From an optimization exercise on the open Yosys and OpenROAD flow, aimed at small area, a short achievable clock period and few clock cycles per item; shortcuts taken in it are not production practice. Where RTL was checked, it was by simulation tests only, not by an equivalence proof against the original. For runs 6 and 7, only the layout was checked, not whether the RTL still works. Power and IR drop assume default switching activity.

==> design.v <==
module host_regs (
   input  logic                  clk_in,
   input  logic                  rst_in,
   input  logic                  host_req,
   input  logic                  host_sel,      
   input  logic [(1 + $clog2(8) + $clog2(16))-1:0] host_addr,
   input  logic [(3 * 3)-1:0]  host_wdata,
   input  logic [$clog2(16)-1:0]  ph,            
   output logic                  host_ack,
   output logic                  wr_en,         
   output logic [$clog2(8):0]    wr_ring,       
   output logic [(3 * 3)-1:0]  wr_data,
   output logic                  pend_v,
   output logic                  ctrl_enable,
   output logic [8-1:0] ctrl_unit
);
   logic [$clog2(16)-1:0] pend_slot;    
   logic                 take_ctrl;
   logic                 take_pix;
   assign take_ctrl = !host_ack && host_req && !host_sel;
   assign take_pix  = !host_ack && host_req && host_sel && !pend_v;
   assign wr_en     = pend_v && (ph == pend_slot);
   always_ff @(posedge clk_in) begin
      if (rst_in) begin
         host_ack    <= 1'b0;
         ctrl_enable <= 1'b0;
         ctrl_unit   <= {{(8-1){1'b0}}, 1'b1};
      end else begin
         if (host_ack) begin
            host_ack <= host_req;
         end else if (take_ctrl || take_pix) begin
            host_ack <= 1'b1;
         end
         if (take_ctrl) begin
            ctrl_enable <= host_wdata[0];
            ctrl_unit   <= host_wdata[(8 + 1)-1:1];
         end
      end
   end
   always_ff @(posedge clk_in) begin
      pend_v <= take_pix || (pend_v && !wr_en);
      if (!host_ack && !pend_v) begin
         pend_slot <= {host_addr[$clog2(16)-2:0], host_addr[$clog2(16)-1]};
         wr_ring   <= host_addr[(1 + $clog2(8) + $clog2(16))-1:$clog2(16)];
         wr_data   <= host_wdata;
      end
   end
endmodule
module frame_memory (
   input  logic                  clk_in,
   input  logic                  wr_en,
   input  logic [$clog2(8):0]    wr_ring,
   input  logic [(3 * 3)-1:0]  wr_data,
   input  logic [$clog2(8)-1:0]  rd_row,
   input  logic [1:0]            rd_plane,
   output logic [2:0]            rd_top,
   output logic [2:0]            rd_bot
);
   localparam int NRING = 2 * 8;
   localparam int RBITS = 16 * (3 * 3);
   logic [(3 * 3)-1:0] tap [NRING];
   for (genvar g = 0; g < NRING; g++) begin : g_ring
      logic [RBITS-1:0] ring;
      always_ff @(posedge clk_in) begin
         ring <= {(wr_en && wr_ring == g) ? wr_data : ring[(3 * 3)-1:0],
                  ring[RBITS-1:(3 * 3)]};
      end
      assign tap[g] = ring[(3 * 3)-1:0];
   end
   logic [(3 * 3)-1:0] top_pix;
   logic [(3 * 3)-1:0] bot_pix;
   assign top_pix = tap[{1'b0, rd_row}];
   assign bot_pix = tap[{1'b1, rd_row}];
   always_comb begin
      case (rd_plane)
         2'd1:    begin
            rd_top = {top_pix[7], top_pix[4], top_pix[1]};
            rd_bot = {bot_pix[7], bot_pix[4], bot_pix[1]};
         end
         2'd2:    begin
            rd_top = {top_pix[8], top_pix[5], top_pix[2]};
            rd_bot = {bot_pix[8], bot_pix[5], bot_pix[2]};
         end
         default: begin
            rd_top = {top_pix[6], top_pix[3], top_pix[0]};
            rd_bot = {bot_pix[6], bot_pix[3], bot_pix[0]};
         end
      endcase
   end
endmodule
module scan_sequencer (
   input  logic                  clk_in,
   input  logic                  rst_in,
   input  logic                  enable,
   input  logic                  pend_v,       
   input  logic                  lit_free,     
   input  logic [2:0]            rd_top,
   input  logic [2:0]            rd_bot,
   output logic [$clog2(16)-1:0]  ph,
   output logic [$clog2(8)-1:0]  rd_row,
   output logic [1:0]            rd_plane,
   output logic [1:0]            lat_plane,    
   output logic [2:0]            rgb0,
   output logic [2:0]            rgb1,
   output logic                  led_clk,
   output logic                  led_latch,
   output logic [$clog2(8)-1:0]  hub75_address
);
   localparam logic [1:0] S_IDLE  = 2'd0;    
   localparam logic [1:0] S_SHIFT = 2'd1;    
   localparam logic [1:0] S_DONE  = 2'd2;    
   logic [1:0]           sstate;
   logic                 turn;       
   logic [$clog2(8)-1:0] sh_row;     
   logic [1:0]           sh_plane;
   logic [$clog2(8)-1:0] lat_row;    
   logic                 fresh;      
   logic                 allowed;
   logic                 latch_now;
   logic                 start;
   logic [5:0]           col_q;
   assign rd_row   = sh_row;
   assign rd_plane = sh_plane;
   assign allowed   = (sh_plane != 2'd0) || (enable && !fresh);
   assign latch_now = (sstate == S_DONE) && lit_free;
   assign start     = (ph == '0) && allowed && ((sstate == S_IDLE) || latch_now);
   always_ff @(posedge clk_in) begin
      ph <= ph + 1'b1;
   end
   always_ff @(posedge clk_in) begin
      if (rst_in) begin
         sstate    <= S_IDLE;
         turn      <= 1'b0;
         sh_row    <= '0;
         sh_plane  <= '0;
         led_clk   <= 1'b0;
         led_latch <= 1'b0;
         fresh     <= 1'b1;
      end else begin
         led_clk   <= (sstate == S_SHIFT) && ph[0];
         led_latch <= latch_now;
         if (!pend_v) fresh <= 1'b0;
         case (sstate)
            S_IDLE: begin
               if (start) begin
                  sstate <= S_SHIFT;
                  turn   <= 1'b0;
               end
            end
            S_SHIFT: begin
               if (ph == '1) begin
                  turn <= 1'b1;
                  if (turn) begin
                     sstate <= S_DONE;
                     if (sh_plane == 2'd2) begin
                        sh_plane <= '0;
                        sh_row   <= sh_row + 1'b1;
                     end else begin
                        sh_plane <= sh_plane + 1'b1;
                     end
                  end
               end
            end
            S_DONE: begin
               if (latch_now) begin
                  sstate <= start ? S_SHIFT : S_IDLE;
                  turn   <= 1'b0;
               end
            end
            default: begin
               sstate <= S_IDLE;
            end
         endcase
      end
   end
   always_ff @(posedge clk_in) begin
      if (sstate == S_SHIFT && ph == '1 && turn) begin
         lat_row   <= sh_row;
         lat_plane <= sh_plane;
      end
      if (latch_now) hub75_address <= lat_row;
   end
   always_ff @(posedge clk_in) begin
      col_q <= {rd_bot, rd_top};
      {rgb1, rgb0} <= turn ? {rd_bot, rd_top} : col_q;
   end
endmodule
module hub75_output (
   input  logic                  clk_in,
   input  logic                  rst_in,
   input  logic                  led_latch,
   input  logic [1:0]            lat_plane,
   input  logic [8-1:0] unit,
   output logic                  lit_free,
   output logic                  led_output_enable
);
   logic [(8 + 3 - 1)-1:0] disp_cnt;
   logic [8-1:0] unit_n;
   logic [8-1:0] unit_q;
   logic [8-1:0] unit_l;
   assign unit_n   = (unit == '0) ? {{(8-1){1'b0}}, 1'b1} : unit;
   assign unit_l   = (lat_plane == 2'd0) ? unit_n : unit_q;
   assign lit_free = led_output_enable || (disp_cnt == (8 + 3 - 1)'(1));
   always_ff @(posedge clk_in) begin
      if (rst_in) begin
         led_output_enable <= 1'b1;
      end else if (led_latch) begin
         led_output_enable <= 1'b0;
      end else if (disp_cnt == (8 + 3 - 1)'(1)) begin
         led_output_enable <= 1'b1;
      end
   end
   always_ff @(posedge clk_in) begin
      if (led_latch) begin
         disp_cnt <= {{(3-1){1'b0}}, unit_l} << lat_plane;
         if (lat_plane == 2'd0) unit_q <= unit_n;
      end else begin
         disp_cnt <= disp_cnt - 1'b1;
      end
   end
endmodule
module pov_panel_top (
   input  logic                  clk_in,
   input  logic                  rst_in,
   input  logic                  host_req,
   input  logic                  host_sel,      
   input  logic [(1 + $clog2(8) + $clog2(16))-1:0] host_addr,     
   input  logic [(3 * 3)-1:0]  host_wdata,
   output logic                  host_ack,
   output logic [2:0]            rgb0,
   output logic [2:0]            rgb1,
   output logic                  led_clk,
   output logic                  led_latch,
   output logic                  led_output_enable,
   output logic [$clog2(8)-1:0]  hub75_address
);
   logic                  wr_en;
   logic [$clog2(8):0]    wr_ring;
   logic [(3 * 3)-1:0]  wr_data;
   logic                  pend_v;
   logic                  ctrl_enable;
   logic [8-1:0] ctrl_unit;
   logic [$clog2(16)-1:0]  ph;
   logic [$clog2(8)-1:0]  rd_row;
   logic [1:0]            rd_plane;
   logic [2:0]            rd_top;
   logic [2:0]            rd_bot;
   logic [1:0]            lat_plane;
   logic                  lit_free;
   host_regs u_host_regs (
      .clk_in      (clk_in),
      .rst_in      (rst_in),
      .host_req    (host_req),
      .host_sel    (host_sel),
      .host_addr   (host_addr),
      .host_wdata  (host_wdata),
      .ph          (ph),
      .host_ack    (host_ack),
      .wr_en       (wr_en),
      .wr_ring     (wr_ring),
      .wr_data     (wr_data),
      .pend_v      (pend_v),
      .ctrl_enable (ctrl_enable),
      .ctrl_unit   (ctrl_unit)
   );
   frame_memory u_frame_memory (
      .clk_in   (clk_in),
      .wr_en    (wr_en),
      .wr_ring  (wr_ring),
      .wr_data  (wr_data),
      .rd_row   (rd_row),
      .rd_plane (rd_plane),
      .rd_top   (rd_top),
      .rd_bot   (rd_bot)
   );
   scan_sequencer u_scan_sequencer (
      .clk_in        (clk_in),
      .rst_in        (rst_in),
      .enable        (ctrl_enable),
      .pend_v        (pend_v),
      .lit_free      (lit_free),
      .rd_top        (rd_top),
      .rd_bot        (rd_bot),
      .ph            (ph),
      .rd_row        (rd_row),
      .rd_plane      (rd_plane),
      .lat_plane     (lat_plane),
      .rgb0          (rgb0),
      .rgb1          (rgb1),
      .led_clk       (led_clk),
      .led_latch     (led_latch),
      .hub75_address (hub75_address)
   );
   hub75_output u_hub75_output (
      .clk_in            (clk_in),
      .rst_in            (rst_in),
      .led_latch         (led_latch),
      .lat_plane         (lat_plane),
      .unit              (ctrl_unit),
      .lit_free          (lit_free),
      .led_output_enable (led_output_enable)
   );
endmodule
==> run.sh <==
#!/bin/bash
# synth_recipe.tcl (not shown) runs the flow's synth.tcl, then flattens the netlist and writes it again
# the make line also repeats each setting of config.mk as NAME=value (left out here)
make -C /OpenROAD-flow-scripts/flow DESIGN_CONFIG=/design/flow/config.mk WORK_HOME=/design/flow/orfs CLKGATE_MAP_FILE= SYNTH_SCRIPT=/design/flow/synth_recipe.tcl finish
==> config.mk <==
export PLATFORM = sky130hd
export DESIGN_NAME = pov_panel_top
export DESIGN_NICKNAME = pov_panel_top
export VERILOG_FILES = /design/flow/design.v
export SDC_FILE = /design/flow/constraint.sdc
export NUM_CORES = 4
export LEC_CHECK = 0
export CAP_MARGIN = 20
export CORE_MARGIN = 2
export CORE_UTILIZATION = 30
export SETUP_SLACK_MARGIN = 5
export SLEW_MARGIN = 20
export TNS_END_PERCENT = 100
==> constraint.sdc <==
create_clock -name core_clock -period 8.0 [get_ports {clk_in}]
set_input_delay 1.6000 -clock core_clock [delete_from_list [all_inputs] [get_ports {clk_in}]]
set_output_delay 1.6000 -clock core_clock [all_outputs]
set_load 0.01 [all_outputs]
==> results of run 1 <==
## metal layers
metal / vias to the layer above / GRT usage [%] / wire length (um) / share of wire, %
li1: 9920 / - / - / -
met1: 9688 / 11.7 / 38200 / 51
met2: 363 / 12.2 / 31400 / 42
met3: 163 / 2.16 / 3320 / 4.4
met4: 0 / 4.13 / 2690 / 3.6
met5: - / 0 / 0 / 0
## repair_timing
action,in CTS,in global routing
gates resized for setup,78,2
setup buffers,3,0
gates cloned,0,0
hold buffers,0,0
setup endpoints to repair,23,30
## worst max-delay path by stage
stage | endpoint | slack (ns) | cells past startpoint
floorplan | u_host_regs.ctrl_unit[0] | 5.35 | 4
global placement | led_latch | 4.52 | 1
detailed placement | led_latch | 4.47 | 1
CTS | led_latch | 4.99 | 1
global route | u_frame_memory.g_ring[14].ring[136] | 4.94 | 5
finish | rgb1[1] | 5.06 | 1
## area by class of cell
| cell class | instances | area, um^2 |
|---|---|---|
| Inverter | 16 | 63.8 |
| Antenna cell | 8 | 20.0 |
| Multi-Input combinational cell | 472 | 4110 |
| Tap cell | 2325 | 2910 |
| Clock buffer | 314 | 6060 |
| Sequential cell | 2386 | 48100 |
| Clock inverter | 58 | 768 |
| Fill cell | 16029 | 111000 |
| Timing Repair Buffer | 46 | 400 |
## Yosys cell counts, types with 3 or more instances
library cell,instances
a221oi_1,8
buf_2,3
edfxtp_1,33
a222oi_1,12
o22ai_1,3
nand2b_1,9
xor2_1,6
a211o_1,6
buf_1,6
o41ai_1,3
a31oi_1,9
nand3_1,10
o31ai_1,4
mux2_2,154
nand2_1,17
o21ai_0,20
nor2b_1,5
a21o_1,3
and2_1,6
nor3b_1,5
xnor2_1,8
a211oi_1,4
a22o_1,9
inv_1,15
mux4_2,5
mux2i_1,15
nor3_1,7
nor2_1,37
a221o_1,5
clkbuf_1,35
a21oi_1,23
and3_1,3
ha_1,13
nand3b_1,4
dfxtp_1,2353
nor4_1,4
nor2_2,9
a22oi_1,19
## through the flow
stage / util [%] / power, W
after floorplan: - / 0.0124
final: 36.0 / 0.0218
after detailed placement: 32.0 / 0.0125
after global placement: 32.0 / 0.0125
after global routing: 36.0 / 0.0226
after CTS: 35.9 / 0.0221
## power by group
group,switching [W],internal (W)
Clock,0.00411,0.00546
Sequential,0.0000816,0.0120
Combinational,0.0000850,0.0000529
## sequential cells by signal, indices dropped and copies added, names as in the netlist, 3 cells and up
register and count:
u_frame_memory.g_ring.ring 2304, u_hub75_output.disp_cnt 10, u_host_regs.wr_data 9, u_host_regs.ctrl_unit 8
u_hub75_output.unit_q 8, u_scan_sequencer.col_q 6, u_host_regs.pend_slot 4, u_host_regs.wr_ring 4
u_scan_sequencer.ph 4, u_scan_sequencer.hub75_address 3, u_scan_sequencer.lat_row 3, u_scan_sequencer.rgb0 3
u_scan_sequencer.rgb1 3, u_scan_sequencer.sh_row 3
## logic make-up after synthesis
family | Yosys count | synth area share (%)
buf+inv | 60 | 0.437
fa+ha+maj | 13 | 0.310
mux | 176 | 3.85
compound gates | 137 | 1.89
flops | 2386 | 91.8
simple gates | 132 | 1.46
xor+xnor | 14 | 0.234
==> impl_metrics.json, run 1 <==
{
  "drive_gt1_share_pct": 16.1,
  "yosysWarnings": 5,
  "crit_chain": "buf_4",
  "critPathBufInv": 1,
  "setup_viol": 0,
  "grt_antenna_before_repair": 2,
  "async_flop_share_pct": 0,
  "worstSetupPathType": "flip-flop to output port",
  "synth_area_per_cell_um2": 18.0,
  "place_area_um2": 55500,
  "path_delay_family": "flip-flops",
  "fin_tns_setup_ns": 0,
  "start_util_pct": 30.2,
  "min_from": "u_frame_memory.g_ring[1].ring[109]",
  "syn2layout_area_growth_pct": 19.2,
  "crit_path_start": "u_scan_sequencer.rgb1[1]",
  "cts_buffers": 203,
  "final_nets": 3159,
  "core.rowCount": 153,
  "io-pin-count": 34,
  "worst_pin_slew_ns": 1.02,
  "fin_area_um2": 62400,
  "mostFrequentLayoutCell": "dfxtp_1",
  "place_inst": 5242,
  "first_pass_iters": 6,
  "slew_headroom_pct": 31.9,
  "dpl.hpwl_um": 44900,
  "grt_max_degree": 42,
  "drt_iter0_markers": 1115,
  "dp_slack_ns": 4.47,
  "cpPeakStageDelay_ns": 0.38,
  "fp.dieArea_um2": 178000,
  "rsz0062_at_grt": "true",
  "yosysUniqueCellTypes": 61,
  "synth_flop_cell": "dfxtp_1",
  "endpoint_kind": "output port",
  "post_drt_wl_per_cell_um": 13.4,
  "final_cell_mix": "2347 x dfxtp_1, 206 x clkbuf_16, 154 x mux2_2, 58 x clkbuf_1, 50 x clkbuf_8",
  "ant_nets": 0,
  "gp_routability_congestion": 0.760,
  "synth.cell_area_um2": 52400,
  "htree_levels": 4,
  "critical_path_peak_fanout": 1,
  "whs_endpoint": "u_frame_memory.g_ring[1].ring[100]",
  "seq_area_frac_synth_pct": 91.8,
  "syn_inst": 2918,
  "final.period_utilization_pct": 36.7,
  "drv_slew": 0,
  "grt_pass1_wl_um": 114000,
  "holdWs_ns": 0.289,
  "synthesis.nets": 2952,
  "fmax_mhz": 341,
  "min_path_cells": 0,
  "routed_wl_um": 75600,
  "rr_startpoint": "u_scan_sequencer.ph[2]",
  "clk_latency_ns": 0.79,
  "r2r_end": "u_frame_memory.g_ring[14].ring[136]",
  "clock-sinks": 2386,
  "setup_ws_ns": 5.06,
  "hold_viol": 0,
  "core_um2": 174000,
  "synth-edff-count": 33,
  "drc": 0,
  "hp-class": "flip-flop to flip-flop",
  "reg2regPathDepth": 5,
  "cap_viol_max_count": 0,
  "cts_root_buf": "clkbuf_16",
  "die_w_um": 422,
  "cts_tree": "done",
  "power_density_nw_per_um2": 350,
  "peakVddDrop_v": 0.000209,
  "vias": 20134,
  "worstSetupStartpointType": "flip-flop",
  "rrSetupSlack_ns": 5.07,
  "outcome": "complete, no violations",
  "track_usage_pct": 8.46,
  "io_buffers": 33,
  "final.min_clock_period_ns": 2.94,
  "clk_path_buf_depth": 3,
  "yosysTopAreaCell": "dfxtp_1",
  "power_leakage_nw": 24.5,
  "ys_ff_latch": 2386,
  "netlist.area_leader.share_pct": 89.9,
  "final-instance-count-excl-fill": 5625,
  "crit_slowest_cell": "dfxtp_1",
  "grt-ovfl-total": 0,
  "cp_data_required_time_ns": 6.40,
  "arrival_ns": 1.34,
  "vias_per_cell": 3.58,
  "synthTopCellsByArea": "dfxtp_1 90%, mux2_2 3.3%, edfxtp_1 1.9%, ha_1 0.31%, mux2i_1 0.29%",
  "fin_worst_skew_ns": 0.0438,
  "grt_pass1_vias": 19653,
  "path_clk_slew_ns": 0.06,
  "die_h_um": 422
}
Testbench counts, summed over its fixed seeds: cycles 18,708, lines 192.
==> inputs of run 2 (changes only) <==
--- a/config.mk
+++ b/config.mk
@@ -10,4 +10,2 @@
 export CORE_UTILIZATION = 30
-export SETUP_SLACK_MARGIN = 5
 export SLEW_MARGIN = 20
-export TNS_END_PERCENT = 100
==> run 2 against run 1 <==
Still clean. Routed wire length down 0.30%. First-iteration DRC count down 2.1%. Sequential share of layout area about the same. Utilization about the same. Power about the same. Critical endpoint is now led_latch. Largest cell class unchanged.
==> impl_metrics.json, run 2 <==
{
  "drc": 0,
  "io_buffers": 33,
  "final.min_clock_period_ns": 4.25,
  "drive_gt1_share_pct": 15.4,
  "final_cell_mix": "2352 x dfxtp_1, 206 x clkbuf_16, 154 x mux2_2, 58 x clkbuf_1, 50 x clkbuf_8",
  "dpl.hpwl_um": 44900,
  "post_drt_wl_per_cell_um": 13.4,
  "core_um2": 174000,
  "mostFrequentLayoutCell": "dfxtp_1",
  "endpoint_kind": "output port",
  "path_clk_slew_ns": 0.06,
  "yosysWarnings": 5,
  "final_nets": 3156,
  "cts_buffers": 203,
  "yosysTopAreaCell": "dfxtp_1",
  "reg_top3": "u_frame_memory.g_ring.ring (2304), u_hub75_output.disp_cnt (10), u_host_regs.wr_data (9)",
  "netlist.area_leader.share_pct": 89.9,
  "hp-class": "flip-flop to flip-flop",
  "cts_tree": "done",
  "slew_headroom_pct": 19.8,
  "fin_worst_skew_ns": 0.0422,
  "cts_resized": 0,
  "largest_reg_flops": 2304,
  "yosys-top-cells-count": "2353 x dfxtp_1, 154 x mux2_2, 37 x nor2_1",
  "worstSetupStartpointType": "flip-flop",
  "fp.dieArea_um2": 178000,
  "worstSetupPathType": "flip-flop to output port",
  "cp_data_required_time_ns": 6.40,
  "yosysUniqueCellTypes": 61,
  "die_w_um": 422,
  "htree_levels": 4,
  "critical_path_peak_fanout": 30,
  "grt-ovfl-total": 0,
  "critPathBufInv": 1,
  "power_leakage_nw": 24.4,
  "largest-register": "u_frame_memory.g_ring.ring",
  "rrSetupSlack_ns": 4.58,
  "min_path_cells": 0,
  "peakVddDrop_v": 0.000210,
  "cap_viol_max_count": 0,
  "rsz0062_at_grt": "false",
  "synth_flop_cell": "dfxtp_1",
  "ys_ff_latch": 2386,
  "post-cts-setup-buffers": 0,
  "die_h_um": 422,
  "worst_pin_slew_ns": 1.20,
  "drv_slew": 0,
  "cts_root_buf": "clkbuf_16",
  "io-pin-count": 34,
  "clock-sinks": 2386,
  "track_usage_pct": 8.44,
  "hold_viol": 0,
  "synth-edff-count": 33,
  "setup_viol": 0,
  "seq_area_frac_synth_pct": 91.8,
  "clk_latency_ns": 0.78,
  "arrival_ns": 2.65,
  "async_flop_share_pct": 0,
  "ant_nets": 0,
  "crit_chain": "clkdlybuf4s50_1",
  "outcome": "complete, no violations",
  "crit_slowest_cell": "dfxtp_1",
  "synth.cell_area_um2": 52400,
  "cpPeakStageDelay_ns": 0.98,
  "grt_pass1_vias": 19608,
  "routed_wl_um": 75400,
  "syn2layout_area_growth_pct": 19.1,
  "fin_tns_setup_ns": 0,
  "first_pass_iters": 5,
  "synth_area_per_cell_um2": 18.0,
  "synth.most_common_cell": "dfxtp_1",
  "vias_per_cell": 3.57,
  "reg2regPathDepth": 7,
  "final.period_utilization_pct": 53.1,
  "gp_routability_congestion": 0.760,
  "syn_inst": 2918,
  "grt_pass1_wl_um": 114000,
  "core.rowCount": 153,
  "synthTopCellsByArea": "dfxtp_1 90%, mux2_2 3.3%, edfxtp_1 1.9%, ha_1 0.31%, mux2i_1 0.29%",
  "start_util_pct": 30.2,
  "hold_buffers": 0,
  "grt_max_degree": 42,
  "vias": 20078,
  "fmax_mhz": 236,
  "drt_iter0_markers": 1092,
  "grt_antenna_before_repair": 2,
  "path_delay_family": "flip-flops",
  "utilization_pct": 35.9,
  "power_density_nw_per_um2": 350,
  "crit_cells": 1,
  "synthesis.nets": 2952,
  "clk_path_buf_depth": 3
}
run 2: cell types whose count changed in the layout (fill, tap and decap cells not counted), sizes merged:
cell	before	now
clkinv	37	38
buf	25	10
clkinvlp	10	9
clkdlybuf4s15	1	0
clkdlybuf4s50	20	33
diode	8	6
run 2: path summary, 6_finish.rpt:
path,from,end
min,u_frame_memory.g_ring[1].ring[109],u_frame_memory.g_ring[1].ring[100]
max reg2reg,u_scan_sequencer.sh_row[2],u_scan_sequencer.rgb0[0]
max,u_scan_sequencer.led_latch,led_latch
min reg2reg,u_frame_memory.g_ring[1].ring[109],u_frame_memory.g_ring[1].ring[100]
run 2: cell type report:
| cell class | instances | area, um^2 |
|---|---|---|
| Antenna cell | 6 | 15.0 |
| Clock buffer | 314 | 6060 |
| Clock inverter | 58 | 768 |
| Fill cell | 16041 | 111000 |
| Inverter | 16 | 60.1 |
| Multi-Input combinational cell | 472 | 4080 |
| Sequential cell | 2386 | 48100 |
| Tap cell | 2325 | 2910 |
| Timing Repair Buffer | 43 | 405 |
run 2: power breakdown:
group          switching (W)  internal (W)  leakage [nW]
Sequential         0.0000812        0.0121          19.3
Clock                0.00411       0.00546          3.31
Combinational      0.0000839     0.0000528          1.83
run 2: logic make-up (layout without fill, tap and decap cells):
group                      count (synthesis)  after routing  share of synthesized area (%)
DFF                                     2386           2386                           91.8
muxes                                    176            176                           3.85
AOI/OAI and AO/OA                        137            137                           1.89
and+or+nand+nor                          132            132                           1.46
buffers and inverters                     60            431                          0.437
xor gates and xnor gates                  14             14                          0.234
adders and majority gates                 13             13                          0.310
other                                      0              6                              0
run 2: stage by stage:
step | hold WS (ns) | worst slack (ns) | cell area (um^2) | total power (W) | cells
after detailed placement | 0.312 | 4.47 | 55500 | 0.0125 | 5242
after floorplan | 0.310 | 5.35 | 52400 | 0.0124 | 2918
after global placement | 0.310 | 4.52 | 55500 | 0.0125 | 5242
after CTS | 0.286 | 3.61 | 62400 | 0.0221 | 5614
final | 0.290 | 3.75 | 62400 | 0.0218 | 5620
after global routing | 0.297 | 3.53 | 62400 | 0.0226 | 5614
run 2: layer usage:
layer | wire length, um | vias to the layer above | GRT usage [%]
met1 | 38200 | 9641 | 11.7
li1 | - | 9909 | -
met3 | 3200 | 163 | 2.16
met5 | 0 | - | 0
met2 | 31500 | 365 | 12.2
met4 | 2490 | 0 | 3.98
==> inputs of run 3 (changes only) <==
--- a/config.mk
+++ b/config.mk
@@ -9,3 +9,8 @@
 export CORE_MARGIN = 2
-export CORE_UTILIZATION = 30
+export CORE_UTILIZATION = 50
+export CTS_BUF_LIST = sky130_fd_sc_hd__clkbuf_16
+export CTS_CLUSTER_DIAMETER = 100
+export CTS_CLUSTER_SIZE = 30
+export SETUP_SLACK_MARGIN = 5
 export SLEW_MARGIN = 20
+export TNS_END_PERCENT = 100
==> run 3 against run 2 <==
Sequential power about the same. Area after synthesis unchanged. Design area down 9.0%. Routed wire length down 0.89%. Setup slack better by 1.3 ns. Largest cell class unchanged. Clock skew down 0.0059 ns. Via count down 3.8%. Critical path type unchanged. Register-to-register slack better by 0.58 ns. Maximum frequency up 45%.
==> impl_metrics.json, run 3 <==
{
  "path_clk_slew_ns": 0.11,
  "synthTopCellsByArea": "dfxtp_1 90%, mux2_2 3.3%, edfxtp_1 1.9%, ha_1 0.31%, mux2i_1 0.29%",
  "vias_per_cell": 4.39,
  "mostFrequentLayoutCell": "dfxtp_1",
  "syn_inst": 2918,
  "setup_viol": 0,
  "critPathBufInv": 1,
  "io_buffers": 33,
  "yosysTopAreaCell": "dfxtp_1",
  "cpPeakStageDelay_ns": 0.35,
  "crit_chain": "dlygate4sd2_1",
  "cap_viol_max_count": 0,
  "grt_pass1_wl_um": 114000,
  "power_density_nw_per_um2": 309,
  "peakVddDrop_v": 0.000211,
  "htree_levels": 3,
  "drive_gt1_share_pct": 10.2,
  "arrival_ns": 1.33,
  "fmax_mhz": 341,
  "seq_area_frac_synth_pct": 91.8,
  "wl_met2_um": 31000,
  "post_drt_wl_per_cell_um": 17.0,
  "drt_iter0_markers": 1152,
  "met3_length_um": 3120,
  "switching_power_w": 0.00341,
  "final_nets": 3043,
  "power.share.sequential_pct": 69.2,
  "cp_data_required_time_ns": 6.40,
  "drv_slew": 0,
  "gp_routability_congestion": 0.847,
  "critical_path_peak_fanout": 1,
  "p_clk_share_pct": 30.2,
  "syn2layout_area_growth_pct": 8.40,
  "synth.most_common_cell": "dfxtp_1",
  "n_fill_cell": 7993,
  "top_signal_layer_used": "met4",
  "final_cell_mix": "2343 x dfxtp_1, 154 x mux2_2, 89 x clkbuf_16, 36 x nor2_1, 33 x edfxtp_1",
  "clk_path_buf_depth": 3,
  "largest-register": "u_frame_memory.g_ring.ring",
  "vias": 19312,
  "io-pin-count": 34,
  "cts_root_buf": "clkbuf_16",
  "fp.dieArea_um2": 107000,
  "routed_wl_um": 74700,
  "clk_latency_ns": 0.71,
  "core.rowCount": 118,
  "path_delay_family": "flip-flops",
  "clock-sinks": 2386,
  "largest_reg_flops": 2304,
  "cts_tree": "done",
  "grt_pass1_vias": 19462,
  "grt_antenna_before_repair": 5,
  "endpoint_kind": "output port",
  "reg_top3": "u_frame_memory.g_ring.ring (2304), u_hub75_output.disp_cnt (10), u_host_regs.wr_data (9)",
  "fin_worst_skew_ns": 0.0363,
  "final.period_utilization_pct": 36.6,
  "drc": 0,
  "dpl.hpwl_um": 45400,
  "p_sw_share_pct": 19.4,
  "netlist.area_leader.share_pct": 89.9,
  "hold_viol": 0,
  "synthesis.nets": 2952,
  "yosysWarnings": 5,
  "core_um2": 104000,
  "fin_tns_setup_ns": 0,
  "final.min_clock_period_ns": 2.93,
  "grt-ovfl-total": 0,
  "die_h_um": 328,
  "p_int_w": 0.0141,
  "cts_buffers": 89,
  "yosysUniqueCellTypes": 61,
  "slew_headroom_pct": 27.5,
  "start_util_pct": 50.5,
  "crit_slowest_cell": "dfxtp_1",
  "track_usage_pct": 14.0,
  "synth_area_per_cell_um2": 18.0,
  "die_w_um": 328,
  "hp-class": "flip-flop to flip-flop",
  "yosys-top-cells-count": "2353 x dfxtp_1, 154 x mux2_2, 37 x nor2_1",
  "worstSetupStartpointType": "flip-flop",
  "p_comb_share_pct": 0.6,
  "async_flop_share_pct": 0,
  "power_leakage_nw": 22.3,
  "ys_ff_latch": 2386,
  "synth_flop_cell": "dfxtp_1",
  "ant_nets": 0,
  "synth.cell_area_um2": 52400,
  "first_pass_iters": 5,
  "worst_pin_slew_ns": 1.09,
  "worstSetupPathType": "flip-flop to output port",
  "hold_buffers": 0,
  "synth-edff-count": 33,
  "power.total_w": 0.0176,
  "wl_met1_um": 37900,
  "rsz0062_at_grt": "false",
  "outcome": "complete, no violations",
  "grt_max_degree": 42
}
## run 3: cell counts after synthesis
No cell type changed its count.
## run 3: area by class of cell
class	count	area, um^2	area share, %
Antenna cell	1	2.50	0.00441
Clock buffer	89	2230	3.92
Clock inverter	15	170	0.300
Inverter	16	61.3	0.108
Multi-Input combinational cell	472	4080	7.19
Sequential cell	2386	48100	84.7
Tap cell	1380	1730	3.04
Timing Repair Buffer	44	403	0.709
## run 3: path summary, 6_finish.rpt
check	depth (start not counted)	slack, ns	end	startpoint
worst max-delay path	1	5.07	led_clk	u_scan_sequencer.led_clk
worst min-delay path	0	0.31	u_frame_memory.g_ring[0].ring[33]	u_frame_memory.g_ring[0].ring[42]
worst max register to register	5	5.16	u_frame_memory.g_ring[4].ring[142]	u_scan_sequencer.ph[2]
worst min register to register	0	0.31	u_frame_memory.g_ring[0].ring[33]	u_frame_memory.g_ring[0].ring[42]
## run 3: stage by stage
stage / area, um^2 / worst slack [ns] / util (%) / hold slack (ns) / instances
after floorplan: 52400 / 5.35 / - / 0.310 / 2918
final: 56800 / 5.07 / 54.7 / 0.310 / 4403
after CTS: 56800 / 4.75 / 54.7 / 0.302 / 4401
after global routing: 56800 / 5.01 / 54.7 / 0.312 / 4402
after global placement: 54300 / 4.79 / 52.4 / 0.310 / 4295
after detailed placement: 54300 / 4.75 / 52.4 / 0.312 / 4295
## run 3: logic make-up after synthesis
family | after synthesis | share of synthesized area, %
flops | 2386 | 91.8
mux | 176 | 3.85
compound gates | 137 | 1.89
simple gates | 132 | 1.46
buf+inv | 60 | 0.437
xor+xnor | 14 | 0.234
fa+ha+maj | 13 | 0.310
## run 3: per-layer routing
metal	GRT usage, %	vias up
met5	0	-
met4	5.67	0
li1	-	9524
met1	20.7	9267
met3	2.45	168
met2	20.5	353
## run 3: repair_timing
action	4_1_cts	5_1_grt
setup endpoints to repair	22	10
resized for setup	43	5
cloned	0	0
buffers inserted	2	0
## run 3: power groups by stage
| stage | registers [W] | clock network (W) | logic [W] |
|---|---|---|---|
| 6_report | 0.0121 | 0.00530 | 0.000109 |
| 5_1_grt | 0.0122 | 0.00590 | 0.000119 |
| 4_1_cts | 0.0121 | 0.00549 | 0.000107 |
| 3_5_place_dp | 0.0124 | 0 | 0.000106 |
| 3_3_place_gp | 0.0124 | 0 | 0.000101 |
| 2_1_floorplan | 0.0124 | 0 | 0.0000804 |
==> inputs of run 4 (changes only) <==
--- a/design.v
+++ b/design.v
@@ -17,7 +17,11 @@
    logic [$clog2(16)-1:0] pend_slot;    
+   logic [$clog2(16)-1:0] host_slot;
+   logic [$clog2(16)-1:0] ph_next;
+   logic                 idle_q;       
    logic                 take_ctrl;
    logic                 take_pix;
-   assign take_ctrl = !host_ack && host_req && !host_sel;
-   assign take_pix  = !host_ack && host_req && host_sel && !pend_v;
-   assign wr_en     = pend_v && (ph == pend_slot);
+   assign host_slot = {host_addr[$clog2(16)-2:0], host_addr[$clog2(16)-1]};
+   assign ph_next   = ph + 1'b1;
+   assign take_ctrl = idle_q && host_req && !host_sel;
+   assign take_pix  = idle_q && host_req && host_sel && !pend_v;
    always_ff @(posedge clk_in) begin
@@ -25,2 +29,3 @@
          host_ack    <= 1'b0;
+         idle_q      <= 1'b1;
          ctrl_enable <= 1'b0;
@@ -28,6 +33,8 @@
       end else begin
-         if (host_ack) begin
+         if (!idle_q) begin
             host_ack <= host_req;
+            idle_q   <= !host_req;
          end else if (take_ctrl || take_pix) begin
             host_ack <= 1'b1;
+            idle_q   <= 1'b0;
          end
@@ -41,4 +48,6 @@
       pend_v <= take_pix || (pend_v && !wr_en);
-      if (!host_ack && !pend_v) begin
-         pend_slot <= {host_addr[$clog2(16)-2:0], host_addr[$clog2(16)-1]};
+      wr_en  <= take_pix ? (host_slot == ph_next)
+                         : (pend_v && !wr_en && (pend_slot == ph_next));
+      if (idle_q && !pend_v) begin
+         pend_slot <= host_slot;
          wr_ring   <= host_addr[(1 + $clog2(8) + $clog2(16))-1:$clog2(16)];
@@ -102,2 +111,3 @@
    output logic [1:0]            lat_plane,    
+   output logic                  lat_load_n,   
    output logic [2:0]            rgb0,
@@ -123,2 +133,4 @@
    assign rd_plane = sh_plane;
+   assign lat_plane = (sh_plane == 2'd0) ? 2'd2 : sh_plane - 1'b1;
+   assign lat_row   = (sh_plane == 2'd0) ? sh_row - 1'b1 : sh_row;
    assign allowed   = (sh_plane != 2'd0) || (enable && !fresh);
@@ -135,8 +147,10 @@
          sh_plane  <= '0;
-         led_clk   <= 1'b0;
-         led_latch <= 1'b0;
-         fresh     <= 1'b1;
+         led_clk    <= 1'b0;
+         led_latch  <= 1'b0;
+         lat_load_n <= 1'b1;
+         fresh      <= 1'b1;
       end else begin
-         led_clk   <= (sstate == S_SHIFT) && ph[0];
-         led_latch <= latch_now;
+         led_clk    <= (sstate == S_SHIFT) && ph[0];
+         led_latch  <= latch_now;
+         lat_load_n <= !latch_now;
          if (!pend_v) fresh <= 1'b0;
@@ -176,6 +190,2 @@
    always_ff @(posedge clk_in) begin
-      if (sstate == S_SHIFT && ph == '1 && turn) begin
-         lat_row   <= sh_row;
-         lat_plane <= sh_plane;
-      end
       if (latch_now) hub75_address <= lat_row;
@@ -190,3 +200,3 @@
    input  logic                  rst_in,
-   input  logic                  led_latch,
+   input  logic                  lat_load_n,   
    input  logic [1:0]            lat_plane,
@@ -200,5 +210,6 @@
    logic [8-1:0] unit_l;
+   logic                  lit_n;       
    assign unit_n   = (unit == '0) ? {{(8-1){1'b0}}, 1'b1} : unit;
    assign unit_l   = (lat_plane == 2'd0) ? unit_n : unit_q;
-   assign lit_free = led_output_enable || (disp_cnt == (8 + 3 - 1)'(1));
+   assign lit_free = lit_n || (disp_cnt == (8 + 3 - 1)'(1));
    always_ff @(posedge clk_in) begin
@@ -206,6 +217,9 @@
          led_output_enable <= 1'b1;
-      end else if (led_latch) begin
+         lit_n             <= 1'b1;
+      end else if (!lat_load_n) begin
          led_output_enable <= 1'b0;
+         lit_n             <= 1'b0;
       end else if (disp_cnt == (8 + 3 - 1)'(1)) begin
          led_output_enable <= 1'b1;
+         lit_n             <= 1'b1;
       end
@@ -213,3 +227,3 @@
    always_ff @(posedge clk_in) begin
-      if (led_latch) begin
+      if (!lat_load_n) begin
          disp_cnt <= {{(3-1){1'b0}}, unit_l} << lat_plane;
@@ -249,2 +263,3 @@
    logic                  lit_free;
+   logic                  lat_load_n;
    host_regs u_host_regs (
@@ -287,2 +302,3 @@
       .lat_plane     (lat_plane),
+      .lat_load_n    (lat_load_n),
       .rgb0          (rgb0),
@@ -296,3 +312,3 @@
       .rst_in            (rst_in),
-      .led_latch         (led_latch),
+      .lat_load_n        (lat_load_n),
       .lat_plane         (lat_plane),
==> run 4 against run 3 <==
Flip-flop and latch count is 2 lower. First-iteration DRC count is 11% higher. Critical path depth stayed put. Still clean. Routed wire length is 1.1% lower. Global-route usage is 0.10 points lower. Utilization hardly changed. Clock power hardly changed. Clock skew is 0.0079 ns lower. Setup slack worse by 0.0071 ns. Die area hardly changed. Sequential power hardly changed.
==> impl_metrics.json, run 4 <==
{
  "synth_area_per_cell_um2": 17.8,
  "crit_chain": "clkdlybuf4s15_1",
  "ant_nets": 0,
  "hold_viol": 0,
  "vias_per_cell": 4.36,
  "rrSetupSlack_ns": 5.13,
  "final_nets": 3079,
  "drc": 0,
  "grt_pass1_wl_um": 114000,
  "path_delay_family": "flip-flops",
  "core.rowCount": 118,
  "fin_area_um2": 56800,
  "grt_max_degree": 45,
  "synthTopCellsByArea": "dfxtp_1 90%, mux2_2 3.4%, edfxtp_1 1.6%, mux2i_1 0.42%, a22oi_1 0.39%",
  "syn2layout_area_growth_pct": 8.38,
  "vias": 19373,
  "final.period_utilization_pct": 36.7,
  "track_usage_pct": 13.9,
  "cp_data_required_time_ns": 6.40,
  "post_drt_wl_per_cell_um": 16.6,
  "htree_levels": 3,
  "path_clk_slew_ns": 0.11,
  "final_cell_mix": "2347 x dfxtp_1, 157 x mux2_2, 91 x clkbuf_16, 42 x nor2_1, 31 x inv_1",
  "io_buffers": 33,
  "drv_slew": 0,
  "worstSetupStartpointType": "flip-flop",
  "clk_path_buf_depth": 3,
  "crit_path_start": "u_scan_sequencer.rgb1[0]",
  "gp_routability_congestion": 0.774,
  "final.min_clock_period_ns": 2.94,
  "dpl.hpwl_um": 45100,
  "power_leakage_nw": 22.3,
  "synth.cell_area_um2": 52400,
  "cap_viol_max_count": 0,
  "synth_flop_cell": "dfxtp_1",
  "start_util_pct": 50.5,
  "clk_latency_ns": 0.68,
  "r2r_end": "u_scan_sequencer.rgb0[2]",
  "place_inst": 4330,
  "routed_wl_um": 73900,
  "cts_buffers": 90,
  "endpoint_kind": "output port",
  "arrival_ns": 1.34,
  "cpPeakStageDelay_ns": 0.40,
  "fin_worst_skew_ns": 0.0284,
  "critical_path_peak_fanout": 1,
  "fin_tns_setup_ns": 0,
  "drt_iter0_markers": 1281,
  "reg2regPathDepth": 7,
  "rr_startpoint": "u_scan_sequencer.sh_row[0]",
  "io-pin-count": 34,
  "yosys-top-cells-count": "2356 x dfxtp_1, 157 x mux2_2, 46 x nor2_1",
  "crit_slowest_cell": "dfxtp_2",
  "rsz0062_at_grt": "true",
  "yosysUniqueCellTypes": 59,
  "fmax_mhz": 340,
  "setup_viol": 0,
  "slew_headroom_pct": 26.1,
  "synthesis.nets": 2987,
  "synth-edff-count": 28,
  "hp-class": "flip-flop to flip-flop",
  "worstSetupPathType": "flip-flop to output port",
  "yosysTopAreaCell": "dfxtp_1",
  "power_density_nw_per_um2": 312,
  "core_um2": 104000,
  "grt_antenna_before_repair": 2,
  "crit_cells": 1,
  "syn_inst": 2950,
  "mostFrequentLayoutCell": "dfxtp_1",
  "first_pass_iters": 6,
  "die_h_um": 328,
  "grt_pass1_vias": 19457,
  "critPathBufInv": 1,
  "min_path_cells": 0,
  "post-cts-setup-buffers": 0,
  "reg_top3": "u_frame_memory.g_ring.ring (2304), u_hub75_output.disp_cnt (10), u_host_regs.wr_data (9)",
  "cts_root_buf": "clkbuf_16",
  "cp-endpoint": "rgb1[0]",
  "grt-ovfl-total": 0,
  "async_flop_share_pct": 0,
  "largest_reg_flops": 2304,
  "worst_pin_slew_ns": 1.11,
  "synth.most_common_cell": "dfxtp_1",
  "netlist.area_leader.share_pct": 90.0,
  "peakVddDrop_v": 0.000269,
  "seq_area_frac_synth_pct": 91.6,
  "largest-register": "u_frame_memory.g_ring.ring",
  "die_w_um": 328,
  "outcome": "complete, no violations",
  "fp.dieArea_um2": 107000,
  "final-instance-count-excl-fill": 4440,
  "clock-sinks": 2384,
  "drive_gt1_share_pct": 9.82,
  "ys_ff_latch": 2384,
  "cts_tree": "done",
  "yosysWarnings": 5,
  "place_area_um2": 54400
}
[run 4: logic make-up after synthesis]
family                   Yosys count  share of synthesized area (%)
buffers and inverters             70                          0.554
AO/OA/AOI/OAI                    136                           1.87
multiplexers                     179                           3.79
AND/OR/NAND/NOR                  147                           1.49
adder cells (fa/ha/maj)           16                          0.382
XOR/XNOR                          18                          0.301
flip-flops                      2384                           91.6
[run 4: per-stage QoR]
stage | hold WS, ns | setup slack (ns) | power, W | utilization, %
3_3_place_gp | 0.310 | 4.56 | 0.0127 | 52.4
2_1_floorplan | 0.310 | 5.46 | 0.0125 | -
5_1_grt | 0.302 | 5.00 | 0.0184 | 54.7
3_5_place_dp | 0.312 | 4.66 | 0.0127 | 52.4
6_report | 0.302 | 5.06 | 0.0177 | 54.7
4_1_cts | 0.302 | 4.96 | 0.0179 | 54.7
[run 4: area by class of cell]
type	instances	area [um^2]
Inverter	23	90.1
Clock buffer	91	2280
Antenna cell	5	12.5
Timing Repair Buffer	47	410
Multi-Input combinational cell	496	4150
Tap cell	1380	1730
Fill cell	8030	47000
Clock inverter	14	110
Sequential cell	2384	48000
[run 4: how the worst min path moves through the flow]
stage / slack (ns) / to / from
final: 0.30 / u_frame_memory.g_ring[2].ring[93] / u_frame_memory.g_ring[2].ring[102]
after global routing: 0.30 / u_frame_memory.g_ring[2].ring[93] / u_frame_memory.g_ring[2].ring[102]
after CTS: 0.30 / u_frame_memory.g_ring[2].ring[93] / u_frame_memory.g_ring[2].ring[102]
after detailed placement: 0.31 / u_frame_memory.g_ring[10].ring[1] / u_frame_memory.g_ring[10].ring[10]
after global placement: 0.31 / u_frame_memory.g_ring[2].ring[52] / u_frame_memory.g_ring[2].ring[61]
after floorplan: 0.31 / u_frame_memory.g_ring[0].ring[0] / u_frame_memory.g_ring[0].ring[9]
[run 4: power breakdown]
part / total [W] / switching (W) / internal [W]
Clock: 0.00529 / 0.00321 / 0.00208
Combinational: 0.000170 / 0.000101 / 0.0000696
Sequential: 0.0123 / 0.000172 / 0.0121
Total: 0.0177 / 0.00348 / 0.0142
[run 4: per-layer routing]
layer / up-vias / track usage [%] / wire length (um)
li1: 9619 / - / -
met1: 9331 / 20.7 / 38300
met2: 279 / 20.6 / 31100
met3: 144 / 2.53 / 2410
met4: 0 / 4.57 / 2090
met5: - / 0 / 0
[run 4: timing repair]
action,in CTS,in global routing
endpoints found under the setup margin,14,14
hold buffers,0,0
gates resized for setup,29,9
Testbench counts of run 4, summed over its fixed seeds: cycles 18,708, lines 192.
==> inputs of run 5 (changes only) <==
==> flow/run.sh (new file) <==
#!/bin/bash
set -euo pipefail
bash standard.sh SETUP_SLACK_MARGIN=5.4 MATCH_CELL_FOOTPRINT=0 finish > standard_make.log 2>&1
==> standard.sh (new file) <==
#!/bin/bash
# synth_recipe.tcl (not shown) runs the flow's synth.tcl, then flattens the netlist and writes it again
# the make line also repeats each setting of config.mk as NAME=value (left out here)
make -C /OpenROAD-flow-scripts/flow DESIGN_CONFIG=/design/flow/config.mk WORK_HOME=/design/flow/orfs CLKGATE_MAP_FILE= SYNTH_SCRIPT=/design/flow/synth_recipe.tcl "${@:-finish}"
removed: run.sh
==> run 5 against run 4 <==
Design area rose by 0.56%. Clock skew rose by 0.0012 ns. Clock power barely moved. First-iteration DRC count rose by 2.7%. Non-clock buffer count rose by 15. Die area did not move. Cell count rose by 0.27%. Count of clock-buffer cells in the layout did not move. Power barely moved. Critical path depth did not move. Largest cell class unchanged. Maximum frequency rose by 4.4%. Global-route usage rose by 0.066 points.
==> impl_metrics.json, run 5 <==
{
  "worst_pin_slew_ns": 1.07,
  "synth-edff-count": 28,
  "synth_flop_cell": "dfxtp_1",
  "clock-sinks": 2384,
  "cts_buffers": 90,
  "mostFrequentLayoutCell": "dfxtp_1",
  "track_usage_pct": 14.0,
  "routed_wl_um": 74800,
  "slew_headroom_pct": 28.7,
  "ant_nets": 0,
  "endpoint_kind": "output port",
  "cp_data_required_time_ns": 6.40,
  "whs_endpoint": "u_frame_memory.g_ring[2].ring[93]",
  "io-pin-count": 34,
  "synth_area_per_cell_um2": 17.8,
  "critical_path_peak_fanout": 1,
  "synth.cell_area_um2": 52400,
  "largest-register": "u_frame_memory.g_ring.ring",
  "start_util_pct": 50.5,
  "clk_latency_ns": 0.69,
  "worstSetupStartpointType": "flip-flop",
  "final.min_clock_period_ns": 2.82,
  "io_buffers": 33,
  "setup_viol": 0,
  "rrSetupSlack_ns": 5.47,
  "yosysTopAreaCell": "dfxtp_1",
  "setup_ws_ns": 5.18,
  "cts_root_buf": "clkbuf_16",
  "crit_slowest_cell": "edfxtp_1",
  "grt_pass1_wl_um": 114000,
  "crit_chain": "clkbuf_2",
  "hold_buffers": 0,
  "drt_iter0_markers": 1316,
  "fin_tns_setup_ns": 0,
  "grt_pass1_vias": 19510,
  "hold_viol": 0,
  "syn2layout_area_growth_pct": 8.99,
  "drive_gt1_share_pct": 11.1,
  "multiInputGateArea_um2": 4260,
  "synth.most_common_cell": "dfxtp_1",
  "syn_inst": 2950,
  "die_h_um": 328,
  "htree_levels": 3,
  "synthTopCellsByArea": "dfxtp_1 90%, mux2_2 3.4%, edfxtp_1 1.6%, mux2i_1 0.42%, a22oi_1 0.39%",
  "drv_slew": 0,
  "gp_routability_congestion": 0.774,
  "vias_per_cell": 4.38,
  "fp.dieArea_um2": 107000,
  "min_path_cells": 0,
  "area.sequential_um2": 48000,
  "core_um2": 104000,
  "dp_slack_ns": 4.66,
  "final_cell_mix": "2344 x dfxtp_1, 155 x mux2_2, 92 x clkbuf_16, 41 x nor2_1, 31 x inv_1",
  "arrival_ns": 1.22,
  "n_fill_cell": 7998,
  "yosysWarnings": 5,
  "worstSetupPathType": "flip-flop to output port",
  "seq_area_frac_synth_pct": 91.6,
  "netlist.area_leader.share_pct": 90.0,
  "post_drt_wl_per_cell_um": 16.8,
  "vias": 19489,
  "drc": 0,
  "reg_top3": "u_frame_memory.g_ring.ring (2304), u_hub75_output.disp_cnt (10), u_host_regs.wr_data (9)",
  "final_nets": 3094,
  "power_leakage_nw": 22.5,
  "power.total_w": 0.0177,
  "core.rowCount": 118,
  "place_area_um2": 54400,
  "reg2regPathDepth": 9,
  "ys_ff_latch": 2384,
  "outcome": "complete, no violations",
  "fin_worst_skew_ns": 0.0296,
  "critPathBufInv": 1,
  "yosys-top-cells-count": "2356 x dfxtp_1, 157 x mux2_2, 46 x nor2_1",
  "grt-ovfl-total": 0,
  "largest_reg_flops": 2304,
  "hp-class": "flip-flop to flip-flop",
  "cap_viol_max_count": 0,
  "grt_max_degree": 45,
  "path_clk_slew_ns": 0.11,
  "async_flop_share_pct": 0,
  "peakVddDrop_v": 0.000272,
  "final.period_utilization_pct": 35.2,
  "synthesis.nets": 2987,
  "power_density_nw_per_um2": 310,
  "path_delay_family": "flip-flops",
  "holdWs_ns": 0.302,
  "cts_tree": "done",
  "die_w_um": 328,
  "clk_path_buf_depth": 3,
  "fin_area_um2": 57100,
  "dpl.hpwl_um": 45100,
  "rr_startpoint": "u_scan_sequencer.sh_row[1]",
  "yosysUniqueCellTypes": 59,
  "cpPeakStageDelay_ns": 0.40,
  "min_from": "u_frame_memory.g_ring[2].ring[102]",
  "fmax_mhz": 355,
  "r2r_end": "u_scan_sequencer.rgb0[1]",
  "rsz0062_at_grt": "true",
  "first_pass_iters": 5,
  "grt_antenna_before_repair": 1
}
run 5: layer usage:
layer	track usage [%]	up-vias	routed length, um
li1	-	9643	-
met1	20.7	9413	38500
met2	20.7	289	31500
met3	2.55	144	2700
met4	4.74	0	2200
met5	0	-	0
run 5: what timing repair did:
| action | 4_1_cts | 5_1_grt |
|---|---|---|
| endpoints found under the setup margin | 26 | 22 |
| gates cloned | 0 | 1 |
| resized for setup | 77 | 25 |
| setup buffers | 7 | 7 |
| pin swaps | 2 | 7 |
run 5: where the power goes:
group	leakage (nW)	switching [W]	internal (W)	total, W
Sequential	19.3	0.000173	0.0121	0.0123
Combinational	2.01	0.000101	0.0000713	0.000172
Clock	1.20	0.00321	0.00208	0.00529
run 5: kinds of logic (layout without fill, tap and decap cells):
group,after synthesis,in the layout,share of synthesized area (%)
flip-flops,2384,2384,91.6
multiplexers,179,179,3.79
AND/OR/NAND/NOR,147,147,1.49
AO/OA/AOI/OAI,136,136,1.87
buffers and inverters,70,190,0.554
XOR/XNOR,18,18,0.301
adder cells (fa/ha/maj),16,16,0.382
other,0,2,0
run 5: worst max-delay path by stage:
stage	endpoint	slack, ns	from	depth (start not counted)
after detailed placement	u_host_regs.wr_en	4.66	host_req	5
after global placement	u_host_regs.wr_en	4.56	host_req	5
after floorplan	u_host_regs.ctrl_unit[0]	5.46	host_sel	4
final	hub75_address[0]	5.18	u_scan_sequencer.hub75_address[0]	1
after global routing	hub75_address[2]	5.11	u_scan_sequencer.hub75_address[2]	1
after CTS	hub75_address[0]	5.12	u_scan_sequencer.hub75_address[0]	1
run 5: cell type report:
class	count	share of cell area (%)
Sequential cell	2384	84.1
Inverter	23	0.158
Clock buffer	91	3.99
Antenna cell	2	0.00876
Tap cell	1380	3.02
Clock inverter	14	0.193
Multi-Input combinational cell	496	7.46
Timing Repair Buffer	62	1.05
run 5: through the flow:
step / std cells / utilization [%]
after floorplan: 2950 / -
after global placement: 4330 / 52.4
after detailed placement: 4330 / 52.4
after CTS: 4442 / 54.8
after global routing: 4450 / 55.0
final: 4452 / 55.0
==> inputs of run 6 (changes only) <==
--- a/design.v
+++ b/design.v
@@ -33,8 +33,7 @@
       end else begin
+         host_ack <= idle_q ? (take_ctrl || take_pix) : host_req;
          if (!idle_q) begin
-            host_ack <= host_req;
-            idle_q   <= !host_req;
+            idle_q <= !host_req;
          end else if (take_ctrl || take_pix) begin
-            host_ack <= 1'b1;
-            idle_q   <= 1'b0;
+            idle_q <= 1'b0;
          end
@@ -134,3 +133,4 @@
    assign lat_plane = (sh_plane == 2'd0) ? 2'd2 : sh_plane - 1'b1;
-   assign lat_row   = (sh_plane == 2'd0) ? sh_row - 1'b1 : sh_row;
+   assign lat_row   = ((sh_plane == 2'd2) || (sh_plane == 2'd1 && sstate != S_DONE))
+                      ? sh_row : sh_row - 1'b1;
    assign allowed   = (sh_plane != 2'd0) || (enable && !fresh);
@@ -190,3 +190,3 @@
    always_ff @(posedge clk_in) begin
-      if (latch_now) hub75_address <= lat_row;
+      hub75_address <= lat_row;
    end
==> flow/run.sh (replaced) <==
#!/bin/bash
set -euo pipefail
KNOBS="SETUP_SLACK_MARGIN=5.3 MATCH_CELL_FOOTPRINT=0"
bash standard.sh $KNOBS BUFFER_PORTS_ARGS="-buffer_cell sky130_fd_sc_hd__buf_1" place > make_place.log 2>&1
PLACE_ODB=orfs/results/sky130hd/pov_panel_top/base/3_place.odb \
  openroad -no_init -exit flow/pin_flops.tcl > pin_flops.log 2>&1
bash standard.sh $KNOBS finish > make_finish.log 2>&1
==> flow/pin_flops.tcl (new file) <==
# Move the flip-flop behind each output port's buffer next to that buffer,
# then legalise. Reads and rewrites the placed database named in PLACE_ODB.
read_db $::env(PLACE_ODB)
set block [ord::get_db_block]
set moved 0
foreach bterm [$block getBTerms] {
  if {[$bterm getIoType] ne "OUTPUT"} { continue }
  set net [$bterm getNet]
  set buf ""
  foreach it [$net getITerms] {
    if {[$it isOutputSignal]} { set buf [$it getInst] }
  }
  if {$buf eq ""} { continue }
  set in_net ""
  foreach it [$buf getITerms] {
    if {[$it isInputSignal] && [$it getNet] ne "NULL"} { set in_net [$it getNet] }
  }
  if {$in_net eq ""} { continue }
  set ff ""
  foreach it [$in_net getITerms] {
    if {[$it isOutputSignal]} { set ff [$it getInst] }
  }
  if {$ff eq ""} { continue }
  set mname [[$ff getMaster] getName]
  if {![string match "sky130_fd_sc_hd__*df*" $mname]} { continue }
  lassign [$buf getLocation] bx by
  $ff setLocation $bx $by
  $ff setPlacementStatus PLACED
  incr moved
  puts "moved [$ff getName] ($mname) to the buffer of [$bterm getName] at $bx $by"
}
puts "moved $moved flip-flops"
detailed_placement
check_placement -verbose
write_db $::env(PLACE_ODB)
--- a/config.mk
+++ b/config.mk
@@ -9,3 +9,3 @@
 export CORE_MARGIN = 2
-export CORE_UTILIZATION = 50
+export CORE_UTILIZATION = 62
 export CTS_BUF_LIST = sky130_fd_sc_hd__clkbuf_16
@@ -13,2 +13,3 @@
 export CTS_CLUSTER_SIZE = 30
+export PLACE_DENSITY = 0.72
 export SETUP_SLACK_MARGIN = 5
==> run 6 against run 5 <==
Clock power about the same. Global-route usage up 4.2 points. Non-clock buffer count fell by 16. Design area fell by 1.2%. Die area shrank 19%. First-iteration DRC count decreased by 19%. Register-to-register slack lost 0.19 ns. Sequential share of layout area grew 0.96 points. Largest power group unchanged. Area after synthesis about the same. Setup slack better by 0.072 ns.
==> impl_metrics.json, run 6 <==
{
  "synthTopCellsByArea": "dfxtp_1 90%, mux2_1 1.8%, mux2_2 1.6%, edfxtp_1 1.4%, ha_1 0.38%",
  "die_w_um": 295,
  "cts_root_buf": "clkbuf_16",
  "power_density_nw_per_um2": 314,
  "seq_area_frac_synth_pct": 91.6,
  "io_buffers": 33,
  "first_pass_iters": 6,
  "r2r_end": "u_scan_sequencer.rgb1[2]",
  "io-pin-count": 34,
  "grt_antenna_before_repair": 7,
  "crit_slowest_cell": "dfxtp_2",
  "power_leakage_nw": 22.5,
  "cpPeakStageDelay_ns": 0.35,
  "final_cell_mix": "2349 x dfxtp_1, 91 x clkbuf_16, 86 x mux2_1, 73 x mux2_2, 49 x nor2_1",
  "worstSetupPathType": "flip-flop to output port",
  "rrSetupSlack_ns": 5.28,
  "fin_area_um2": 56400,
  "vias_per_cell": 4.73,
  "reg2regPathDepth": 8,
  "cap_viol_max_count": 0,
  "synth.most_common_cell": "dfxtp_1",
  "rsz0062_at_grt": "true",
  "post_drt_wl_per_cell_um": 18.6,
  "fp.dieArea_um2": 86800,
  "outcome": "complete, no violations",
  "setup_viol": 0,
  "final.period_utilization_pct": 34.3,
  "clk_path_buf_depth": 3,
  "grt_pass1_wl_um": 118000,
  "core.rowCount": 106,
  "largest-register": "u_frame_memory.g_ring.ring",
  "yosysWarnings": 5,
  "synth_fa_ha_area_share_pct": 0.382,
  "worstSetupStartpointType": "flip-flop",
  "synth.cell_area_um2": 52400,
  "track_usage_pct": 18.1,
  "final.min_clock_period_ns": 2.74,
  "gp_routability_congestion": 0.866,
  "crit_cells": 1,
  "multiInputGateArea_um2": 4190,
  "final_nets": 3078,
  "cts_buffers": 89,
  "area.sequential_um2": 48000,
  "critPathBufInv": 1,
  "synth-edff-count": 25,
  "syn_inst": 2950,
  "mostFrequentLayoutCell": "dfxtp_1",
  "hp-class": "flip-flop to flip-flop",
  "grt_pass1_vias": 20074,
  "clk_latency_ns": 0.67,
  "grt-ovfl-total": 0,
  "cp-endpoint": "rgb0[0]",
  "clock-sinks": 2384,
  "synth.area.mux_share_pct": 3.80,
  "drive_gt1_share_pct": 7.36,
  "arrival_ns": 1.14,
  "synth_top_family_by_area": "multiplexers",
  "synth-compound-area-share_pct": 1.91,
  "hold_viol": 0,
  "fin_worst_skew_ns": 0.0209,
  "yosys.area_share.simple_pct": 1.46,
  "vias": 19828,
  "cts_tree": "done",
  "routed_wl_um": 78100,
  "netlist.area_leader.share_pct": 90.2,
  "critical_path_peak_fanout": 1,
  "grt_max_degree": 46,
  "largest_reg_flops": 2304,
  "dpl.hpwl_um": 47200,
  "n_fill_cell": 5408,
  "synth_area_per_cell_um2": 17.8,
  "htree_levels": 3,
  "rr_startpoint": "u_scan_sequencer.sh_row[2]",
  "ant_nets": 0,
  "fmax_mhz": 365,
  "slew_headroom_pct": 21.2,
  "synth_flop_cell": "dfxtp_1",
  "path_delay_family": "flip-flops",
  "start_util_pct": 62.6,
  "yosysUniqueCellTypes": 59,
  "synth-xor-area-share_pct": 0.301,
  "crit_path_start": "u_scan_sequencer.rgb0[0]",
  "yosys-top-cells-count": "2359 x dfxtp_1, 86 x mux2_1, 73 x mux2_2",
  "drt_iter0_markers": 1071,
  "path_clk_slew_ns": 0.11,
  "syn2layout_area_growth_pct": 7.70,
  "worst_pin_slew_ns": 1.18,
  "peakVddDrop_v": 0.000311,
  "async_flop_share_pct": 0,
  "endpoint_kind": "output port",
  "drv_slew": 0,
  "fin_tns_setup_ns": 0,
  "synthesis.nets": 2987,
  "place_area_um2": 53800,
  "drc": 0,
  "holdWs_ns": 0.321,
  "ys_ff_latch": 2384,
  "die_h_um": 295,
  "crit_chain": "buf_6",
  "reg_top3": "u_frame_memory.g_ring.ring (2304), u_hub75_output.disp_cnt (10), u_host_regs.wr_data (9)",
  "cp_data_required_time_ns": 6.40,
  "core_um2": 83700,
  "yosysTopAreaCell": "dfxtp_1"
}
run 6: cell count changes in the layout (fill, tap and decap cells not counted), moves of 6 or more:
| cell | change |
|---|---|
| a22oi_1 | -6 |
| o21ai_0 | -7 |
| dfxtp_2 | +6 |
| mux2_1 | +86 |
| buf_4 | -12 |
| buf_1 | +20 |
| nor2_1 | +8 |
| mux2_2 | -82 |
| clkdlybuf4s50_1 | -20 |
| dfxtp_4 | -8 |
run 6: power by group:
group          internal [W]  total [W]  leakage (nW)  switching [W]
combinational     0.0000739   0.000175          2.03       0.000101
sequential           0.0121     0.0123          19.2       0.000186
clock               0.00208    0.00526          1.20        0.00318
run 6: cells by family after synthesis:
group	count (synthesis)
AOI/OAI and AO/OA	137
xor gates and xnor gates	18
adders and majority gates	16
buffers and inverters	69
DFF	2384
muxes	179
and+or+nand+nor	147
run 6: metrics by stage:
stage / worst slack [ns] / instances / util (%) / total power (W)
2_1_floorplan: 5.46 / 2950 / - / 0.0126
3_5_place_dp: 4.79 / 4081 / 64.3 / 0.0127
6_report: 5.26 / 4195 / 67.4 / 0.0177
5_1_grt: 5.19 / 4189 / 67.4 / 0.0183
3_3_place_gp: 4.97 / 4081 / 64.3 / 0.0127
4_1_cts: 5.23 / 4188 / 67.3 / 0.0178
run 6: worst min-delay path by stage:
stage               cells past startpoint                               start                                  to
finish                                  0   u_frame_memory.g_ring[4].ring[23]   u_frame_memory.g_ring[4].ring[14]
global route                            0   u_frame_memory.g_ring[2].ring[84]   u_frame_memory.g_ring[2].ring[75]
CTS                                     0  u_frame_memory.g_ring[2].ring[130]  u_frame_memory.g_ring[2].ring[121]
detailed placement                      0  u_frame_memory.g_ring[13].ring[93]  u_frame_memory.g_ring[13].ring[84]
global placement                        0   u_frame_memory.g_ring[3].ring[70]   u_frame_memory.g_ring[3].ring[61]
floorplan                               0    u_frame_memory.g_ring[0].ring[9]    u_frame_memory.g_ring[0].ring[0]
run 6: final cells by class:
type	count	area share, %
sequential	2384	85.1
multi-input combinational	497	7.42
clock buffer	91	4.04
tap	1134	2.52
timing repair buffer	46	0.548
clock inverter	14	0.206
inverter	23	0.160
antenna	6	0.0266
run 6: timing repair:
item / CTS / global route
hold buffers: 0 / 0
setup buffers: 2 / 0
resized for setup: 53 / 12
endpoints found under the setup margin: 25 / 20
run 6: metal layers:
metal / vias to the layer above / part of all wire [%] / global-route usage (%)
li1: 9631 / - / -
met4: 6 / 3.5 / 6.28
met2: 412 / 45 / 29.1
met3: 189 / 4.0 / 2.94
met1: 9590 / 47 / 25.3
met5: - / 0.045 / 0
==> inputs of run 7 (changes only) <==
--- a/config.mk
+++ b/config.mk
@@ -9,3 +9,3 @@
 export CORE_MARGIN = 2
-export CORE_UTILIZATION = 62
+export CORE_UTILIZATION = 50
 export CTS_BUF_LIST = sky130_fd_sc_hd__clkbuf_16
@@ -13,3 +13,2 @@
 export CTS_CLUSTER_SIZE = 30
-export PLACE_DENSITY = 0.72
 export SETUP_SLACK_MARGIN = 5
==> run 7 against run 6 <==
Cell count up 6.1%. Sequential share of layout area fell by 0.57 points. Routed wire length down 2.4%. Register-to-register slack better by 0.03 ns. Global-route usage down 3.8 points. Synthesized cell count did not move. Non-clock buffer count is 6 higher. Critical path depth stayed put. Critical path type unchanged. Largest cell class unchanged.
==> impl_metrics.json, run 7 <==
{
  "routed_wl_um": 76300,
  "fin_worst_skew_ns": 0.0263,
  "fmax_mhz": 364,
  "dp_slack_ns": 5.06,
  "cts_buffers": 89,
  "slew_headroom_pct": 23.7,
  "power_leakage_nw": 22.5,
  "clk_latency_ns": 0.69,
  "crit_slowest_cell": "dfxtp_2",
  "rsz0062_at_grt": "true",
  "grt_use_met2_pct": 22.0,
  "synth_area_per_cell_um2": 17.8,
  "grt_pass1_vias": 19239,
  "outcome": "complete, no violations",
  "largest-register": "u_frame_memory.g_ring.ring",
  "final.min_clock_period_ns": 2.75,
  "final.period_utilization_pct": 34.4,
  "grt.busiest_layer": "met2",
  "critical_path_peak_fanout": 1,
  "gp_routability_congestion": 0.823,
  "hold_viol": 0,
  "fin_tns_setup_ns": 0,
  "cts_root_buf": "clkbuf_16",
  "worstSetupStartpointType": "flip-flop",
  "first_pass_iters": 6,
  "vias_per_cell": 4.39,
  "ant_nets": 0,
  "cap_viol_max_count": 0,
  "die_h_um": 328,
  "clk_path_buf_depth": 3,
  "synthesis.nets": 2987,
  "yosysWarnings": 5,
  "io-pin-count": 34,
  "final_nets": 3084,
  "drive_gt1_share_pct": 7.48,
  "core_um2": 104000,
  "setup_viol": 0,
  "path_delay_family": "flip-flops",
  "post_drt_wl_per_cell_um": 17.1,
  "synth.cell_area_um2": 52400,
  "grt-ovfl-total": 0,
  "seq_area_frac_synth_pct": 91.6,
  "synth.most_common_cell": "dfxtp_1",
  "die_w_um": 328,
  "ys_ff_latch": 2384,
  "grt_max_degree": 45,
  "synth_flop_cell": "dfxtp_1",
  "peakVddDrop_v": 0.000207,
  "async_flop_share_pct": 0
}
run 7: cell count changes in the layout (fill, tap and decap cells not counted), sizes merged:
cell / before / now
clkinv: 3 / 2
diode: 6 / 7
buf: 46 / 52
inv: 33 / 31
bufinv: 0 / 1
clkbuf: 91 / 94
run 7: stage by stage:
| step | instances | hold WS [ns] | utilization, % | instance area [um^2] | power (W) |
|---|---|---|---|---|---|
| 3_5_place_dp | 4335 | 0.312 | 52.3 | 54200 | 0.0128 |
| 2_1_floorplan | 2950 | 0.310 | - | 52400 | 0.0126 |
| 4_1_cts | 4442 | 0.318 | 54.7 | 56700 | 0.0180 |
| 6_report | 4449 | 0.314 | 54.8 | 56800 | 0.0178 |
| 5_1_grt | 4442 | 0.327 | 54.8 | 56800 | 0.0184 |
| 3_3_place_gp | 4333 | 0.310 | 52.2 | 54100 | 0.0127 |
run 7: timing repair:
item                                    4_1_cts  5_1_grt
endpoints found under the setup margin       16       17
hold buffers                                  0        0
setup buffers                                 1        0
resized for setup                            49       12
run 7: routing by layer:
metal	vias to the layer above	wire (um)
met5	-	0
met4	0	2480
met3	148	3340
met2	356	33000
met1	9381	37400
li1	9634	-
run 7: layout make-up:
cell class	count	area (um^2)	share of cell area, %
tap	1380	1730	3.04
antenna	7	17.5	0.0308
timing repair buffer	52	360	0.635
clock buffer	94	2350	4.14
multi-input combinational	497	4160	7.32
sequential	2384	48000	84.5
clock inverter	12	92.6	0.163
inverter	23	86.3	0.152
run 7: final timing paths:
kind | startpoint | end | slack, ns | depth (start not counted)
max reg2reg | u_scan_sequencer.sh_row[0] | u_scan_sequencer.rgb1[2] | 5.31 | 7
max | u_scan_sequencer.rgb0[0] | rgb0[0] | 5.25 | 1
min reg2reg | u_frame_memory.g_ring[0].ring[42] | u_frame_memory.g_ring[0].ring[33] | 0.31 | 0
min | u_frame_memory.g_ring[0].ring[42] | u_frame_memory.g_ring[0].ring[33] | 0.31 | 0
run 7: power by group:
group	internal [W]	leakage (nW)	switching (W)
combinational	0.0000842	2.05	0.000157
sequential	0.0121	19.2	0.000143
clock	0.00216	1.23	0.00317
total	0.0143	22.5	0.00347
run 7: kinds of logic (layout without fill, tap and decap cells):
logic type	Yosys count	count (layout)	synth area share (%)
xor+xnor	18	18	0.301
buf+inv	69	181	0.538
fa+ha+maj	16	16	0.382
mux	179	179	3.80
simple gates	147	147	1.46
flops	2384	2384	91.6
other cells	0	7	0
compound gates	137	137	1.91

separate check: timing with driven ports:
The results above use ideal ports. As a check the final layouts listed here were re-extracted and re-timed, cells and wires unchanged.
Step 1 assumes that a clkbuf_16 drives the clock port and a buf_2 every other input.
Step 2 also shifts input and output timing later by t, the mid clock arrival at the registers, as if the neighbouring blocks saw the same clock.
Slacks: no drivers / after step 1 / after step 2; pairs: no drivers / after step 1.
| run | t, ns | slack for setup (ns) |
|---|---|---|
| run 1 | 0.851 | 5.065 / 4.987 / 4.611 |
| run 2 | 0.847 | 3.754 / 3.677 / 4.524 |
| run 3 | 0.756 | 5.069 / 5.003 / 4.958 |
| run 4 | 0.734 | 5.062 / 4.993 / 4.686 |
| run 5 | 0.736 | 5.185 / 5.116 / 4.817 |
| run 6 | 0.726 | 5.257 / 5.192 / 5.115 |
| run 7 | 0.746 | 5.250 / 5.183 / 5.012 |
After both steps every run listed still meets setup and hold.
